This is an optimization exercise on Yosys and OpenROAD, whose aim is small area, a short achievable clock period and few clock cycles per item, not a production implementation.
No functional check of the RTL was part of any run shown here.
Power is estimated from default activity; no workload was simulated.

$ cat design.v
package odss_pkg;
    localparam int SIDE_W = 5;                           
    localparam int IN_W   = 48;                          
    localparam int OUT_W  = 24;                          
    function automatic logic [31:0] f_wts(input logic [3:0] nm1);
        case (nm1)
            4'd0: f_wts = 32'h00000000;
            4'd1: f_wts = 32'h00000000;
            4'd2: f_wts = 32'h21212121;
            4'd3: f_wts = 32'h00000000;
            4'd4: f_wts = 32'h34213421;
            4'd5: f_wts = 32'h24242424;
            4'd6: f_wts = 32'h42142142;
            4'd7: f_wts = 32'h00000000;
            4'd8: f_wts = 32'h57842157;
            4'd9: f_wts = 32'h84268426;
            4'd10: f_wts = 32'h216379a5;
            4'd11: f_wts = 32'h84848484;
            4'd12: f_wts = 32'h7a59bc63;
            4'd13: f_wts = 32'h42842842;
            4'd14: f_wts = 32'h84218421;
            4'd15: f_wts = 32'h00000000;
            default: f_wts = 32'h0;
        endcase
    endfunction
    function automatic logic [7:0] f_ctr(input logic [3:0] nm1);
        case (nm1)
            4'd0: f_ctr = {4'd0, 4'd0};
            4'd1: f_ctr = {4'd1, 4'd0};
            4'd2: f_ctr = {4'd1, 4'd1};
            4'd3: f_ctr = {4'd2, 4'd1};
            4'd4: f_ctr = {4'd2, 4'd2};
            4'd5: f_ctr = {4'd3, 4'd2};
            4'd6: f_ctr = {4'd3, 4'd3};
            4'd7: f_ctr = {4'd4, 4'd3};
            4'd8: f_ctr = {4'd4, 4'd4};
            4'd9: f_ctr = {4'd5, 4'd4};
            4'd10: f_ctr = {4'd5, 4'd5};
            4'd11: f_ctr = {4'd6, 4'd5};
            4'd12: f_ctr = {4'd6, 4'd6};
            4'd13: f_ctr = {4'd7, 4'd6};
            4'd14: f_ctr = {4'd7, 4'd7};
            4'd15: f_ctr = {4'd8, 4'd7};
            default: f_ctr = 8'h0;
        endcase
    endfunction
    function automatic logic [7:0] f_half(input logic [3:0] nm1);
        case (nm1)
            4'd0: f_half = 8'd1;
            4'd1: f_half = 8'd2;
            4'd2: f_half = 8'd5;
            4'd3: f_half = 8'd8;
            4'd4: f_half = 8'd13;
            4'd5: f_half = 8'd18;
            4'd6: f_half = 8'd25;
            4'd7: f_half = 8'd32;
            4'd8: f_half = 8'd41;
            4'd9: f_half = 8'd50;
            4'd10: f_half = 8'd61;
            4'd11: f_half = 8'd72;
            4'd12: f_half = 8'd85;
            4'd13: f_half = 8'd98;
            4'd14: f_half = 8'd113;
            4'd15: f_half = 8'd128;
            default: f_half = 8'd0;
        endcase
    endfunction
    function automatic logic [8:0] f_scale(input logic [3:0] nm1);
        case (nm1)
            4'd0: f_scale = 9'd2;
            4'd1: f_scale = 9'd5;
            4'd2: f_scale = 9'd10;
            4'd3: f_scale = 9'd17;
            4'd4: f_scale = 9'd26;
            4'd5: f_scale = 9'd37;
            4'd6: f_scale = 9'd50;
            4'd7: f_scale = 9'd65;
            4'd8: f_scale = 9'd82;
            4'd9: f_scale = 9'd101;
            4'd10: f_scale = 9'd122;
            4'd11: f_scale = 9'd145;
            4'd12: f_scale = 9'd170;
            4'd13: f_scale = 9'd197;
            4'd14: f_scale = 9'd226;
            4'd15: f_scale = 9'd257;
            default: f_scale = 9'd0;
        endcase
    endfunction
    function automatic logic [7:0] f_kidx(input logic [7:0] ab);
        case (ab)
            8'h00: f_kidx = 8'd255;
            8'h01: f_kidx = 8'd254;
            8'h02: f_kidx = 8'd253;
            8'h03: f_kidx = 8'd252;
            8'h04: f_kidx = 8'd251;
            8'h05: f_kidx = 8'd250;
            8'h06: f_kidx = 8'd249;
            8'h07: f_kidx = 8'd248;
            8'h08: f_kidx = 8'd247;
            8'h09: f_kidx = 8'd246;
            8'h0a: f_kidx = 8'd245;
            8'h0b: f_kidx = 8'd244;
            8'h0c: f_kidx = 8'd243;
            8'h0d: f_kidx = 8'd242;
            8'h0e: f_kidx = 8'd241;
            8'h0f: f_kidx = 8'd240;
            8'h10: f_kidx = 8'd196;
            8'h11: f_kidx = 8'd195;
            8'h12: f_kidx = 8'd194;
            8'h13: f_kidx = 8'd193;
            8'h14: f_kidx = 8'd192;
            8'h15: f_kidx = 8'd191;
            8'h16: f_kidx = 8'd190;
            8'h17: f_kidx = 8'd189;
            8'h18: f_kidx = 8'd188;
            8'h19: f_kidx = 8'd187;
            8'h1a: f_kidx = 8'd186;
            8'h1b: f_kidx = 8'd185;
            8'h1c: f_kidx = 8'd184;
            8'h1d: f_kidx = 8'd183;
            8'h1e: f_kidx = 8'd182;
            8'h1f: f_kidx = 8'd239;
            8'h20: f_kidx = 8'd197;
            8'h21: f_kidx = 8'd144;
            8'h22: f_kidx = 8'd143;
            8'h23: f_kidx = 8'd142;
            8'h24: f_kidx = 8'd141;
            8'h25: f_kidx = 8'd140;
            8'h26: f_kidx = 8'd139;
            8'h27: f_kidx = 8'd138;
            8'h28: f_kidx = 8'd137;
            8'h29: f_kidx = 8'd136;
            8'h2a: f_kidx = 8'd135;
            8'h2b: f_kidx = 8'd134;
            8'h2c: f_kidx = 8'd133;
            8'h2d: f_kidx = 8'd132;
            8'h2e: f_kidx = 8'd181;
            8'h2f: f_kidx = 8'd238;
            8'h30: f_kidx = 8'd198;
            8'h31: f_kidx = 8'd145;
            8'h32: f_kidx = 8'd100;
            8'h33: f_kidx = 8'd99;
            8'h34: f_kidx = 8'd98;
            8'h35: f_kidx = 8'd97;
            8'h36: f_kidx = 8'd96;
            8'h37: f_kidx = 8'd95;
            8'h38: f_kidx = 8'd94;
            8'h39: f_kidx = 8'd93;
            8'h3a: f_kidx = 8'd92;
            8'h3b: f_kidx = 8'd91;
            8'h3c: f_kidx = 8'd90;
            8'h3d: f_kidx = 8'd131;
            8'h3e: f_kidx = 8'd180;
            8'h3f: f_kidx = 8'd237;
            8'h40: f_kidx = 8'd199;
            8'h41: f_kidx = 8'd146;
            8'h42: f_kidx = 8'd101;
            8'h43: f_kidx = 8'd64;
            8'h44: f_kidx = 8'd63;
            8'h45: f_kidx = 8'd62;
            8'h46: f_kidx = 8'd61;
            8'h47: f_kidx = 8'd60;
            8'h48: f_kidx = 8'd59;
            8'h49: f_kidx = 8'd58;
            8'h4a: f_kidx = 8'd57;
            8'h4b: f_kidx = 8'd56;
            8'h4c: f_kidx = 8'd89;
            8'h4d: f_kidx = 8'd130;
            8'h4e: f_kidx = 8'd179;
            8'h4f: f_kidx = 8'd236;
            8'h50: f_kidx = 8'd200;
            8'h51: f_kidx = 8'd147;
            8'h52: f_kidx = 8'd102;
            8'h53: f_kidx = 8'd65;
            8'h54: f_kidx = 8'd36;
            8'h55: f_kidx = 8'd35;
            8'h56: f_kidx = 8'd34;
            8'h57: f_kidx = 8'd33;
            8'h58: f_kidx = 8'd32;
            8'h59: f_kidx = 8'd31;
            8'h5a: f_kidx = 8'd30;
            8'h5b: f_kidx = 8'd55;
            8'h5c: f_kidx = 8'd88;
            8'h5d: f_kidx = 8'd129;
            8'h5e: f_kidx = 8'd178;
            8'h5f: f_kidx = 8'd235;
            8'h60: f_kidx = 8'd201;
            8'h61: f_kidx = 8'd148;
            8'h62: f_kidx = 8'd103;
            8'h63: f_kidx = 8'd66;
            8'h64: f_kidx = 8'd37;
            8'h65: f_kidx = 8'd16;
            8'h66: f_kidx = 8'd15;
            8'h67: f_kidx = 8'd14;
            8'h68: f_kidx = 8'd13;
            8'h69: f_kidx = 8'd12;
            8'h6a: f_kidx = 8'd29;
            8'h6b: f_kidx = 8'd54;
            8'h6c: f_kidx = 8'd87;
            8'h6d: f_kidx = 8'd128;
            8'h6e: f_kidx = 8'd177;
            8'h6f: f_kidx = 8'd234;
            8'h70: f_kidx = 8'd202;
            8'h71: f_kidx = 8'd149;
            8'h72: f_kidx = 8'd104;
            8'h73: f_kidx = 8'd67;
            8'h74: f_kidx = 8'd38;
            8'h75: f_kidx = 8'd17;
            8'h76: f_kidx = 8'd4;
            8'h77: f_kidx = 8'd3;
            8'h78: f_kidx = 8'd2;
            8'h79: f_kidx = 8'd11;
            8'h7a: f_kidx = 8'd28;
            8'h7b: f_kidx = 8'd53;
            8'h7c: f_kidx = 8'd86;
            8'h7d: f_kidx = 8'd127;
            8'h7e: f_kidx = 8'd176;
            8'h7f: f_kidx = 8'd233;
            8'h80: f_kidx = 8'd203;
            8'h81: f_kidx = 8'd150;
            8'h82: f_kidx = 8'd105;
            8'h83: f_kidx = 8'd68;
            8'h84: f_kidx = 8'd39;
            8'h85: f_kidx = 8'd18;
            8'h86: f_kidx = 8'd5;
            8'h87: f_kidx = 8'd0;
            8'h88: f_kidx = 8'd1;
            8'h89: f_kidx = 8'd10;
            8'h8a: f_kidx = 8'd27;
            8'h8b: f_kidx = 8'd52;
            8'h8c: f_kidx = 8'd85;
            8'h8d: f_kidx = 8'd126;
            8'h8e: f_kidx = 8'd175;
            8'h8f: f_kidx = 8'd232;
            8'h90: f_kidx = 8'd204;
            8'h91: f_kidx = 8'd151;
            8'h92: f_kidx = 8'd106;
            8'h93: f_kidx = 8'd69;
            8'h94: f_kidx = 8'd40;
            8'h95: f_kidx = 8'd19;
            8'h96: f_kidx = 8'd6;
            8'h97: f_kidx = 8'd7;
            8'h98: f_kidx = 8'd8;
            8'h99: f_kidx = 8'd9;
            8'h9a: f_kidx = 8'd26;
            8'h9b: f_kidx = 8'd51;
            8'h9c: f_kidx = 8'd84;
            8'h9d: f_kidx = 8'd125;
            8'h9e: f_kidx = 8'd174;
            8'h9f: f_kidx = 8'd231;
            8'ha0: f_kidx = 8'd205;
            8'ha1: f_kidx = 8'd152;
            8'ha2: f_kidx = 8'd107;
            8'ha3: f_kidx = 8'd70;
            8'ha4: f_kidx = 8'd41;
            8'ha5: f_kidx = 8'd20;
            8'ha6: f_kidx = 8'd21;
            8'ha7: f_kidx = 8'd22;
            8'ha8: f_kidx = 8'd23;
            8'ha9: f_kidx = 8'd24;
            8'haa: f_kidx = 8'd25;
            8'hab: f_kidx = 8'd50;
            8'hac: f_kidx = 8'd83;
            8'had: f_kidx = 8'd124;
            8'hae: f_kidx = 8'd173;
            8'haf: f_kidx = 8'd230;
            8'hb0: f_kidx = 8'd206;
            8'hb1: f_kidx = 8'd153;
            8'hb2: f_kidx = 8'd108;
            8'hb3: f_kidx = 8'd71;
            8'hb4: f_kidx = 8'd42;
            8'hb5: f_kidx = 8'd43;
            8'hb6: f_kidx = 8'd44;
            8'hb7: f_kidx = 8'd45;
            8'hb8: f_kidx = 8'd46;
            8'hb9: f_kidx = 8'd47;
            8'hba: f_kidx = 8'd48;
            8'hbb: f_kidx = 8'd49;
            8'hbc: f_kidx = 8'd82;
            8'hbd: f_kidx = 8'd123;
            8'hbe: f_kidx = 8'd172;
            8'hbf: f_kidx = 8'd229;
            8'hc0: f_kidx = 8'd207;
            8'hc1: f_kidx = 8'd154;
            8'hc2: f_kidx = 8'd109;
            8'hc3: f_kidx = 8'd72;
            8'hc4: f_kidx = 8'd73;
            8'hc5: f_kidx = 8'd74;
            8'hc6: f_kidx = 8'd75;
            8'hc7: f_kidx = 8'd76;
            8'hc8: f_kidx = 8'd77;
            8'hc9: f_kidx = 8'd78;
            8'hca: f_kidx = 8'd79;
            8'hcb: f_kidx = 8'd80;
            8'hcc: f_kidx = 8'd81;
            8'hcd: f_kidx = 8'd122;
            8'hce: f_kidx = 8'd171;
            8'hcf: f_kidx = 8'd228;
            8'hd0: f_kidx = 8'd208;
            8'hd1: f_kidx = 8'd155;
            8'hd2: f_kidx = 8'd110;
            8'hd3: f_kidx = 8'd111;
            8'hd4: f_kidx = 8'd112;
            8'hd5: f_kidx = 8'd113;
            8'hd6: f_kidx = 8'd114;
            8'hd7: f_kidx = 8'd115;
            8'hd8: f_kidx = 8'd116;
            8'hd9: f_kidx = 8'd117;
            8'hda: f_kidx = 8'd118;
            8'hdb: f_kidx = 8'd119;
            8'hdc: f_kidx = 8'd120;
            8'hdd: f_kidx = 8'd121;
            8'hde: f_kidx = 8'd170;
            8'hdf: f_kidx = 8'd227;
            8'he0: f_kidx = 8'd209;
            8'he1: f_kidx = 8'd156;
            8'he2: f_kidx = 8'd157;
            8'he3: f_kidx = 8'd158;
            8'he4: f_kidx = 8'd159;
            8'he5: f_kidx = 8'd160;
            8'he6: f_kidx = 8'd161;
            8'he7: f_kidx = 8'd162;
            8'he8: f_kidx = 8'd163;
            8'he9: f_kidx = 8'd164;
            8'hea: f_kidx = 8'd165;
            8'heb: f_kidx = 8'd166;
            8'hec: f_kidx = 8'd167;
            8'hed: f_kidx = 8'd168;
            8'hee: f_kidx = 8'd169;
            8'hef: f_kidx = 8'd226;
            8'hf0: f_kidx = 8'd210;
            8'hf1: f_kidx = 8'd211;
            8'hf2: f_kidx = 8'd212;
            8'hf3: f_kidx = 8'd213;
            8'hf4: f_kidx = 8'd214;
            8'hf5: f_kidx = 8'd215;
            8'hf6: f_kidx = 8'd216;
            8'hf7: f_kidx = 8'd217;
            8'hf8: f_kidx = 8'd218;
            8'hf9: f_kidx = 8'd219;
            8'hfa: f_kidx = 8'd220;
            8'hfb: f_kidx = 8'd221;
            8'hfc: f_kidx = 8'd222;
            8'hfd: f_kidx = 8'd223;
            8'hfe: f_kidx = 8'd224;
            8'hff: f_kidx = 8'd225;
            default: f_kidx = 8'd0;
        endcase
    endfunction
endpackage
module odss_front #(
    parameter int QD = 4
) (
    input  logic        i_clk,
    input  logic        i_rst_n,
    input  logic        i_pix_in,
    output logic        o_s_tready,
    input  logic        i_pv,
    input  logic [3:0]  i_pd,
    output logic        o_m_tvalid,
    input  logic        i_m_tready,
    output logic [23:0] o_m_tdata,
    output logic [0:0]  o_m_tuser
);
    localparam int CW = $clog2(QD + 2);
    logic          r_rdy;
    logic [CW-1:0] r_cred;       
    logic [CW-1:0] w_cred;
    logic          r_ov;
    logic [3:0]    r_od;
    logic [3:0]    r_q [QD];
    logic [CW-1:0] r_qn;
    logic [CW-1:0] w_qn;         
    logic          w_pop;
    logic          w_load;
    assign w_pop  = r_ov && i_m_tready;
    assign w_load = !r_ov || i_m_tready;
    assign w_cred = r_cred + CW'(i_pix_in) - CW'(w_pop);
    assign w_qn   = (w_load && r_qn != '0) ? r_qn - CW'(1) : r_qn;
    always_ff @(posedge i_clk) begin
        if (!i_rst_n) begin
            r_cred <= '0;
            r_rdy  <= 1'b1;
            r_ov   <= 1'b0;
            r_qn   <= '0;
        end else begin
            r_cred <= w_cred;
            r_rdy  <= (w_cred != CW'(QD + 1));
            if (w_load) begin
                r_ov <= (r_qn != '0) || i_pv;
            end
            r_qn <= w_qn + CW'(i_pv && !(w_load && r_qn == '0));
        end
    end
    always_ff @(posedge i_clk) begin
        if (w_load) begin
            r_od <= (r_qn != '0) ? r_q[0] : i_pd;
        end
        for (int i = 0; i < QD; i++) begin
            if (w_load && r_qn != '0) begin
                if (CW'(i) + CW'(1) < r_qn) begin
                    r_q[i] <= (i + 1 < QD) ? r_q[(i + 1) % QD] : i_pd;
                end else if (CW'(i) + CW'(1) == r_qn) begin
                    r_q[i] <= i_pd;
                end
            end else if (!w_load && CW'(i) == r_qn) begin
                r_q[i] <= i_pd;
            end
        end
    end
    assign o_s_tready = r_rdy;
    assign o_m_tvalid = r_ov;
    assign o_m_tdata  = {{8{r_od[2]}}, {8{r_od[1]}}, {8{r_od[0]}}};
    assign o_m_tuser  = r_od[3];
endmodule
module odss_back (
    input  logic        i_clk,
    input  logic        i_rst_n,
    input  logic [3:0]  i_cfg,
    input  logic        i_beat,
    input  logic        i_mode,
    input  logic [47:0] i_data,
    output logic        o_pv,
    output logic [3:0]  o_pd       
);
    function automatic logic [7:0] f_wsum(input logic [11:0] x,
                                          input logic [31:0] wts);
        logic [7:0] s;
        s = {4'd0, x[3:0]};
        for (int i = 4; i < 12; i++) begin
            s = s + (x[i] ? {4'd0, wts[4*(i-4) +: 4]} : 8'd0);
        end
        f_wsum = s;
    endfunction
    function automatic logic [3:0] f_red(input logic [7:0] s,
                                         input logic [4:0] n);
        logic [7:0] sub;
        sub = '0;
        for (int j = 1; j <= 9; j++) begin
            if (s >= 8'(j) * {3'd0, n}) begin
                sub = 8'(j) * {3'd0, n};
            end
        end
        f_red = (n == 5'd1) ? 4'd0 : s[3:0] - sub[3:0];
    endfunction
    logic        r1_v, r1_pix;
    logic [11:0] r1_x, r1_y;
    logic [7:0]  r1_c [3];
    logic [3:0]  r_sn;
    logic        r_sb;
    logic        r2_v, r2_b;
    logic [3:0]  r2_n;
    logic [7:0]  r2_sx, r2_sy;
    logic [16:0] r2_p [3];
    logic        r3_v, r3_b;
    logic [3:0]  r3_n;
    logic [7:0]  r3_ab;
    logic [7:0]  r3_t [3];
    logic        r4_v, r4_b;
    logic [3:0]  r4_n;
    logic [7:0]  r4_k;
    logic [7:0]  r4_t [3];
    logic [31:0] w_wts;
    logic [8:0]  w_scale;
    logic [4:0]  w_n3;
    logic [7:0]  w_ctr3;
    logic [3:0]  w_xm, w_ym;
    logic [7:0]  w_half;
    logic [8:0]  w_rank;
    always_ff @(posedge i_clk) begin
        if (!i_rst_n) begin
            r1_v <= 1'b0;
            r2_v <= 1'b0;
            r3_v <= 1'b0;
            r4_v <= 1'b0;
            r_sb <= 1'b0;
        end else begin
            r1_v <= i_beat;
            r2_v <= r1_v && r1_pix;
            r3_v <= r2_v;
            r4_v <= r3_v;
            if (r1_v && !r1_pix) begin
                r_sb <= 1'b1;
            end
        end
    end
    always_ff @(posedge i_clk) begin
        if (r1_v && !r1_pix) begin
            r_sn <= i_cfg;
        end
    end
    always_ff @(posedge i_clk) begin
        r1_pix  <= i_mode;
        r1_x    <= i_data[11:0];
        r1_y    <= i_data[23:12];
        r1_c[0] <= i_data[31:24];
        r1_c[1] <= i_data[39:32];
        r1_c[2] <= i_data[47:40];
    end
    assign w_wts   = odss_pkg::f_wts(r_sn);
    assign w_scale = odss_pkg::f_scale(r_sn);
    always_ff @(posedge i_clk) begin
        r2_b  <= r_sb;
        r2_n  <= r_sn;
        r2_sx <= f_wsum(r1_x, w_wts);
        r2_sy <= f_wsum(r1_y, w_wts);
        for (int j = 0; j < 3; j++) begin
            r2_p[j] <= 17'(r1_c[j]) * 17'(w_scale);
        end
    end
    assign w_n3   = 5'(r2_n) + 5'd1;
    assign w_ctr3 = odss_pkg::f_ctr(r2_n);
    assign w_xm   = f_red(r2_sx, w_n3);
    assign w_ym   = f_red(r2_sy, w_n3);
    always_ff @(posedge i_clk) begin
        r3_b  <= r2_b;
        r3_n  <= r2_n;
        r3_ab <= {w_xm - w_ctr3[7:4] + 4'd8, w_ym - w_ctr3[3:0] + 4'd7};
        for (int j = 0; j < 3; j++) begin
            r3_t[j] <= r2_p[j][16:8] - 9'(r2_p[j][7:0] == 8'd0 && r2_p[j][16:8] != 9'd0);
        end
    end
    always_ff @(posedge i_clk) begin
        r4_b <= r3_b;
        r4_n <= r3_n;
        r4_k <= odss_pkg::f_kidx(r3_ab);
        for (int j = 0; j < 3; j++) begin
            r4_t[j] <= r3_t[j];
        end
    end
    assign w_half = odss_pkg::f_half(r4_n);
    assign w_rank = (r4_k < w_half) ? {r4_k, 1'b1}
                                    : {r4_k - w_half, 1'b0} + 9'd2;
    assign o_pv = r4_v;
    always_comb begin
        o_pd[3] = r4_b;
        for (int j = 0; j < 3; j++) begin
            o_pd[j] = r4_b && (w_rank <= 9'(r4_t[j]));
        end
    end
endmodule
module ordered_dither_spiral_screen_unit (
    input  logic                          i_clk,
    input  logic                          i_rst_n,
    input  logic                          i_cfg_valid,
    output logic                          o_cfg_ready,
    input  logic [odss_pkg::SIDE_W-1:0]   i_cfg_data,     
    input  logic                          s_axis_tvalid,
    output logic                          s_axis_tready,
    input  logic [odss_pkg::IN_W-1:0]     s_axis_tdata,
    input  logic [0:0]                    s_axis_tuser,   
    output logic                          m_axis_tvalid,
    input  logic                          m_axis_tready,
    output logic [odss_pkg::OUT_W-1:0]    m_axis_tdata,
    output logic [0:0]                    m_axis_tuser    
);
    logic [3:0] r_cfg;           
    logic       w_beat;
    logic       w_pix_in;
    logic       w_pv;
    logic [3:0] w_pd;
    assign o_cfg_ready = 1'b1;
    always_ff @(posedge i_clk) begin
        if (!i_rst_n) begin
            r_cfg <= 4'd3;
        end else if (i_cfg_valid) begin
            if (i_cfg_data == '0) begin
                r_cfg <= 4'd0;
            end else if (i_cfg_data > 5'd16) begin
                r_cfg <= 4'd15;
            end else begin
                r_cfg <= 4'(i_cfg_data - 5'd1);
            end
        end
    end
    assign w_beat   = s_axis_tvalid && s_axis_tready;
    assign w_pix_in = w_beat && s_axis_tuser[0];
    odss_back u_back (
        .i_clk    (i_clk),
        .i_rst_n  (i_rst_n),
        .i_cfg    (r_cfg),
        .i_beat   (w_beat),
        .i_mode   (s_axis_tuser[0]),
        .i_data   (s_axis_tdata),
        .o_pv     (w_pv),
        .o_pd     (w_pd)
    );
    odss_front #(.QD(5)) u_out (
        .i_clk      (i_clk),
        .i_rst_n    (i_rst_n),
        .i_pix_in   (w_pix_in),
        .o_s_tready (s_axis_tready),
        .i_pv       (w_pv),
        .i_pd       (w_pd),
        .o_m_tvalid (m_axis_tvalid),
        .i_m_tready (m_axis_tready),
        .o_m_tdata  (m_axis_tdata),
        .o_m_tuser  (m_axis_tuser)
    );
endmodule
$ cat run.sh
#!/bin/bash
# synth_recipe.tcl (not shown) runs the flow's synth.tcl, then flattens the netlist and writes it again
# the make line also repeats each setting of config.mk as NAME=value (left out here)
make -C /OpenROAD-flow-scripts/flow DESIGN_CONFIG=/design/flow/config.mk WORK_HOME=/design/flow/orfs CLKGATE_MAP_FILE= SYNTH_SCRIPT=/design/flow/synth_recipe.tcl finish
$ cat config.mk
export PLATFORM = sky130hd
export DESIGN_NAME = ordered_dither_spiral_screen_unit
export DESIGN_NICKNAME = ordered_dither_spiral_screen_unit
export VERILOG_FILES = /design/flow/design.v
export SDC_FILE = /design/flow/constraint.sdc
export NUM_CORES = 4
export LEC_CHECK = 0
export CAP_MARGIN = 20
export CORE_MARGIN = 2
export CORE_UTILIZATION = 40
export PLACE_DENSITY = 0.6
export SLEW_MARGIN = 20
$ cat constraint.sdc
create_clock -name core_clock -period 10.0 [get_ports {i_clk}]
set_input_delay 2.0000 -clock core_clock [delete_from_list [all_inputs] [get_ports {i_clk}]]
set_output_delay 2.0000 -clock core_clock [all_outputs]
set_load 0.01 [all_outputs]
==> run notes, run 1 <==
fin cells 3411; H-tree lvl count 2; number of synthesized register bits 282; Leak 0.01237 µW; Syn Inst Count 2584; global route total overflow 0; setup repair bufs after CTS 0; required time of the worst setup path 10.40 ns; WS Path Type reg2reg; proportion of layout cells with a drive suffix above 1 0.04875; hold path cells 0; clk root buf clkbuf_16; pin count of the biggest net entering global routing 59; MaxCap Viol Count 0; Arr. time, crit path 8.48 ns; Startpoint Class flop; most frequent CP cell ha_1; CP endpoint kind flop; Worst Hold Slack 0.3187 ns; Die H 245.5 µm; Via density 5.225; Resize count post-CTS 0; sequential share of power 0.243; TritonRoute pass-1 iters 5; Psw 3089 µW; maximum clock rate 123.8 MHz; area of the multi-input gates 15570 µm²; global-route wire length before repair 91.12 mm; Final Hold Fails 0; Worst Reg-to-Reg Cells 29; fin util 0.4517; antenna violations before repair 0; clock power share 0.189; Final Skew 0.02080 ns; TritonCTS clock tree yes; Starting Density 0.4045; pwr dens 275.7 nW/µm²; Comb pwr share 0.568; HP Class reg2reg; setup slack at placement 1.937 ns; syn_nets 3139; vias post-DR 17823; CTS Buffer Depth 3; number of synthesized flops with an enable pin 28; CP max stage cell dfxtp_1; area share of the largest cell type after synthesis 0.2179; CP max stage delay 0.88 ns; Yosys top cell by area dfxtp_1; antenna viol nets, final 0; Final GP Congestion 0.9130; worst-margin pin slew 1.106 ns; post-DP HPWL 41.84 mm; Hold-fix buffers, CTS 0; Die ar. 60290 µm²; WL final 54.98 mm; Ports 87; Post-Synthesis Cell Area 23330 µm²; Horiz. Die Dim 245.5 µm; Antenna Diode Count 0; Core Rows 88; Slew HR 0.2615; average wire per standard cell 16.12 µm; post-synthesis sequential area ratio 0.2539; total CTS buffers 36; final count of negative-setup-slack endpoints 0; DR iter-0 viols 1077; Mean Syn Cell Area 9.031 µm²; RSZ-0062 raised after global routing false; max-slew violations 0; Area Growth Syn to Fin 11.68%; final worst slack 1.922 ns; register area 5927 µm²; asr flop ratio synth 0; predominant post-synthesis flop cell dfxtp_1; GRT Overall Usage 0.1848; vias in the first global route 18102; TNS Setup 0 ns; CP Max Fanout 20; drc violations 0; Max rail drop VDD 146.8 µV; Sw Ratio 0.4300; synth top area cells dfxtp_1 (22%), ha_1 (16%), fa_1 (16%); Yosys cell types 81; Layout Nets 3174; final clock period utilization by the worst path 0.8078; Core Box Area 57700 µm²; fill count 5522; Clk Latency, worst-skew pair 0.54 ns; # port buffers 85; P_int 4096 µW; status finished clean; synth warn 8; dpl cells 3346; clk slew on worst S/H paths 0.06 ns; Final min period 8.078 ns; Num Clock Sinks 282
cells by family (layout without fill, tap and decap cells):
family                     count (synthesis)  in the layout  share of synthesized area
and+or+nand+nor                          718            718                     0.1493
xor gates and xnor gates                  95             95                    0.03566
DFF                                      282            282                     0.2539
AOI/OAI and AO/OA                        482            482                     0.1332
adders and majority gates                506            506                     0.3310
buffers and inverters                    466            528                    0.07893
other                                      1              1                  0.0001607
muxes                                     34             34                    0.01775
final cells by class:
type | count | area share
Clock buffer | 46 | 0.03951
Multi-Input combinational cell | 1836 | 0.5973
Tap cell | 765 | 0.03673
Clock inverter | 19 | 0.009026
Sequential cell | 282 | 0.2274
Inverter | 358 | 0.05156
Timing Repair Buffer | 105 | 0.03841
per-stage QoR:
step	total power [µW]	cell area, µm²
6_report	7185	26060
3_3_place_gp	5684	24800
5_1_grt	7844	26060
4_1_cts	7224	26060
3_5_place_dp	5806	24800
2_1_floorplan	4788	23330
worst max-delay path, delay by kind of cell, from the launching register on:
kind,cells,cell delay (ns)
xor gates and xnor gates,3,1.07
DFF,1,0.88
adders and majority gates,9,2.69
and+or+nand+nor,7,1.59
buffers and inverters,2,0.49
AOI/OAI and AO/OA,8,1.22
Yosys cell counts (67+ instances only):
cell type,instances
inv_1,351
xnor2_1,67
clkbuf_1,70
dfxtp_1,254
a21oi_1,138
and2_1,166
fa_1,189
o21ai_0,100
nor2_1,125
ha_1,307
nand2_1,269
per-layer routing:
layer	wire [µm]	up-vias	GRT usage	part of all wire
met5	0	-	0	0
met4	1193	0	0.05419	0.022
met3	2491	81	0.02499	0.045
met2	26090	444	0.3138	0.47
met1	25210	8640	0.2444	0.46
li1	-	8658	-	-
worst paths after layout:
path	from	end	slack [ns]
setup / recovery	u_back.r2_n[0]	u_back.r3_ab[3]	1.92
setup reg to reg	u_back.r2_n[0]	u_back.r3_ab[3]	1.92
hold / removal	u_back.r3_t[1][5]	u_back.r4_t[1][5]	0.32
hold reg to reg	u_back.r3_t[1][5]	u_back.r4_t[1][5]	0.32
power groups by stage:
stage	combinational, µW	sequential [µW]	clock, µW
after CTS	4080	1750	1390
after floorplan	3140	1650	0
after global routing	4630	1780	1430
after global placement	3920	1760	0
final	4080	1750	1350
after detailed placement	4040	1770	0
state kept, by name, summed over array words and instances, names as in the netlist, 3 cells and up:
register        cells
u_back.r2_p        51
u_back.w_wts       27
u_back.r1_c        24
u_back.r3_t        24
u_back.r4_t        24
u_out.r_q          20
u_back.r1_x        12
u_back.r1_y        12
u_back.w_scale      9
u_back.r3_ab        8
u_back.r4_k         8
u_back.w_half       8
u_back.r2_sx        7
u_back.r2_sy        7
u_back.w_ctr3       5
r_cfg               4
u_back.r3_n         4
u_back.r_sn         4
u_out.r_od          4
u_back.r2_n         3
u_out.r_cred        3
u_out.r_qn          3
cell usage in the layout, fill, tap and decap left out, drive strengths merged, types with 11 or more instances in the layout:
master         netlist  final
inv                354    361
ha                 307    307
nand2              269    269
dfxtp              254    254
fa                 189    189
and2               166    166
a21oi              138    138
nor2               125    125
o21ai              103    103
clkdlybuf4s50        0     85
xnor2               67     67
clkbuf              70     46
o21a                31     31
nor3                31     31
xor2                28     28
a21o                28     28
edfxtp              28     28
a211oi              25     25
nor2b               21     21
o31ai               20     20
buf                 38     20
mux2                19     19
and3                18     18
nand3               18     18
a31oi               17     17
a21boi              14     14
o211ai              13     13
o22ai               13     13
nand2b              13     13
or3                 12     12
nor4                12     12
mux2i               11     11
clkinv               4     11
==> run 2: changes to the inputs <==
--- a/config.mk
+++ b/config.mk
@@ -7,2 +7,3 @@
 export LEC_CHECK = 0
+export ABC_CLOCK_PERIOD_IN_PS = 4000
 export CAP_MARGIN = 20
@@ -11,2 +12,3 @@
 export PLACE_DENSITY = 0.6
+export SETUP_SLACK_MARGIN = 5
 export SLEW_MARGIN = 20
==> run 2 against run 1 <==
First-iteration DRC count increased by 30%. Sequential share of layout area decreased by 0.87 points. Total power increased by 4.1%. Global-route usage increased by 0.47 points. Critical path depth unchanged.
==> run notes, run 2 <==
status finished clean; Yosys cell types 81 (unchanged); fin util 0.4719 (+0.02021); Horiz. Die Dim 245.5 µm (unchanged); CP max stage cell fa_1; Arr. time, crit path 6.86 ns (-1.62 ns); TritonCTS clock tree yes; clk root buf clkbuf_16; Yosys top cell by area dfxtp_1; Commonest cells post-synth inv_1 (351), ha_1 (307), nand2_1 (269); TritonRoute pass-1 iters 5 (unchanged); pin count of the biggest net entering global routing 59 (unchanged); Layout Nets 3237 (+2.0%); global route total overflow 0 (unchanged); vias post-DR 18235 (+2.3%); sequential share of power 0.236 (-0.007); CTS Buffer Depth 3 (unchanged); DP Area 24930 µm² (+0.54%); post-DP HPWL 41.96 mm (+0.27%); Num Clock Sinks 282 (unchanged); Comb pwr share 0.590 (+0.022); max-slew violations 0 (unchanged); HP Class reg2reg; Starting Density 0.4045 (unchanged); total CTS buffers 34 (-5.6%); final worst slack 3.542 ns (+1.620 ns); Final Skew 0.01358 ns (-0.007216 ns); Core Rows 88 (unchanged); Max rail drop VDD 134.5 µV (-8.4%); Post-Synthesis Cell Area 23330 µm² (unchanged); commonest non-fill, non-tap cell in the layout inv_1; DR iter-0 viols 1403 (+30%); clock power share 0.174 (-0.015); Sw Ratio 0.4274 (-0.002531); Startpoint Class flop; Final Instance Area 27230 µm² (+4.5%); proportion of layout cells with a drive suffix above 1 0.1001 (+0.05136); antenna viol nets, final 0 (unchanged); MaxCap Viol Count 0 (unchanged); synth warn 8 (unchanged); Slew HR 0.4166 (+0.1551); Leak 0.01279 µW (+3.5%); area share of the largest cell type after synthesis 0.2179 (unchanged); CP endpoint kind flop; CP max stage delay 0.49 ns (-0.39 ns); vias in the first global route 18502 (+2.2%); # port buffers 85 (unchanged); H-tree lvl count 2 (unchanged); predominant post-synthesis flop cell dfxtp_1; Reg with most FFs u_back.r2_p; global-route wire length before repair 93.22 mm (+2.3%); required time of the worst setup path 10.41 ns (about the same); Final min period 6.458 ns (-1.620 ns); Final Hold Fails 0 (unchanged); count leader, synth inv_1; Area Growth Syn to Fin 16.68%; RSZ-0062 raised after global routing true; synth top area cells dfxtp_1 (22%), ha_1 (16%), fa_1 (16%); final clock period utilization by the worst path 0.6458 (-0.1620); CP Max Fanout 5 (-75%); pwr dens 274.6 nW/µm² (-0.40%); clk slew on worst S/H paths 0.07 ns (about the same); WS Path Type reg2reg; Clk Latency, worst-skew pair 0.54 ns (about the same); Tot Pwr 7477 µW (+4.1%); antenna violations before repair 1 (+1); Psw 3196 µW (+3.4%); Syn Inst Count 2584 (unchanged); post-synthesis sequential area ratio 0.2539 (unchanged); commonest cells after routing, fill and taps aside inv_1 (345), ha_1 (292), nand2_1 (267); GRT Overall Usage 0.1895 (+0.004674); average wire per standard cell 16.72 µm (+3.7%); most frequent CP cell ha_4; WL final 58.06 mm (+5.6%); Hold-fix buffers, CTS 0 (unchanged); drc violations 0 (unchanged); number of synthesized register bits 282 (unchanged); Die H 245.5 µm (unchanged); max FFs per register 51 (unchanged); maximum clock rate 154.9 MHz (+25%); number of synthesized flops with an enable pin 28 (unchanged); Ports 87 (unchanged); syn_nets 3139 (unchanged); setup slack at placement 2.526 ns (+0.5888 ns); asr flop ratio synth 0 (unchanged); P_int 4281 µW (+4.5%); Die ar. 60290 µm² (unchanged); Core Box Area 57700 µm² (unchanged); Final GP Congestion 0.9003 (-1.4%); Via density 5.251 (+0.49%); worst-margin pin slew 0.8741 ns (-0.2321 ns); final count of negative-setup-slack endpoints 0 (unchanged); TNS Setup 0 ns (unchanged); Mean Syn Cell Area 9.031 µm² (unchanged)
-- run 2: worst paths after layout --
kind / start / end / slack (ns) / depth (start not counted)
max: u_back.r2_n[0] / u_back.r3_ab[3] / 3.54 / 29
max reg2reg: u_back.r2_n[0] / u_back.r3_ab[3] / 3.54 / 29
min: u_back.r3_t[0][4] / u_back.r4_t[0][4] / 0.32 / 0
min reg2reg: u_back.r3_t[0][4] / u_back.r4_t[0][4] / 0.32 / 0
-- run 2: routing by layer --
metal  global-route usage  vias up  part of all wire  wire, µm
li1                     -     8767                 -         -
met1               0.2505     8875              0.45     25920
met2               0.3189      493              0.47     27440
met3              0.02750       98             0.055      3219
met4              0.05865        2             0.025      1459
met5                    0        -           0.00022        13
-- run 2: cell families after synthesis --
group	count (synthesis)	share of synthesized area
compound gates	482	0.1332
xor+xnor	95	0.03566
fa+ha+maj	506	0.3310
buf+inv	466	0.07893
flops	282	0.2539
mux	34	0.01775
other cells	1	0.0001607
simple gates	718	0.1493
-- run 2: cell type report --
class	instances	area, µm²
fillers	5442	30470
multi-input cells	1836	16090
flip-flops and latches	282	5956
repair buffers	169	1598
inverters	358	1398
clock buffers	48	1067
well taps	765	957.2
clock inverters	13	153.9
repair inverters	1	8.758
diodes	1	2.502
-- run 2: repair_timing --
action / in CTS / in global routing
gates cloned: 1 / 0
endpoints found under the setup margin: 19 / 22
setup buffers: 35 / 35
pin swaps: 37 / 43
gates resized for setup: 53 / 65
-- run 2: power groups by stage --
stage          registers (µW)  logic (µW)  clock network, µW
6_report                 1760        4410               1300
5_1_grt                  1800        4980               1390
4_1_cts                  1760        4250               1350
3_5_place_dp             1780        4070                  0
3_3_place_gp             1780        3960                  0
2_1_floorplan            1650        3200                  0
-- run 2: stage by stage --
| step | std cells | hold WS [ns] |
|---|---|---|
| floorplan | 2584 | 0.3096 |
| global placement | 3340 | 0.3111 |
| detailed placement | 3340 | 0.3143 |
| CTS | 3437 | 0.3212 |
| global route | 3472 | 0.3241 |
| finish | 3473 | 0.3221 |
-- run 2: critical path: cells and delay by family (launching register included) --
family          cells  cell delay [ns]
fa+ha+maj           8             2.45
compound gates      9             1.44
simple gates        5             1.15
xor+xnor            4             0.65
flops               1             0.38
buf+inv             3             0.26

==> re-timing with driven ports <==
No port has a modelled driver above. Below, the same layouts with a new extraction and two added sets of constraints.
Step 1, drivers: a clkbuf_16 drives i_clk and a buf_2 each remaining input, both assumed.
Step 2 moves the port delays by t, midway between the first and last clock arrival at a register: inputs arrive t later, outputs are due t later. That takes back most of the time a late clock gives input paths.
a / b / c = no drivers / after step 1 / after step 2; a / b = the first two.
run	shift t [ns]	setup slack, ns	hold slack, ns	latest minus earliest clock arrival (ns)	slew at the worst register clock pin (ns)
run 1	0.593	1.922 / 1.922 / 1.922	0.319 / 0.319 / 0.319	0.024 / 0.024	0.06 / 0.06
run 2	0.593	3.542 / 3.542 / 3.542	0.322 / 0.322 / 0.322	0.017 / 0.016	0.07 / 0.07
After both steps setup and hold are still met in every run listed.
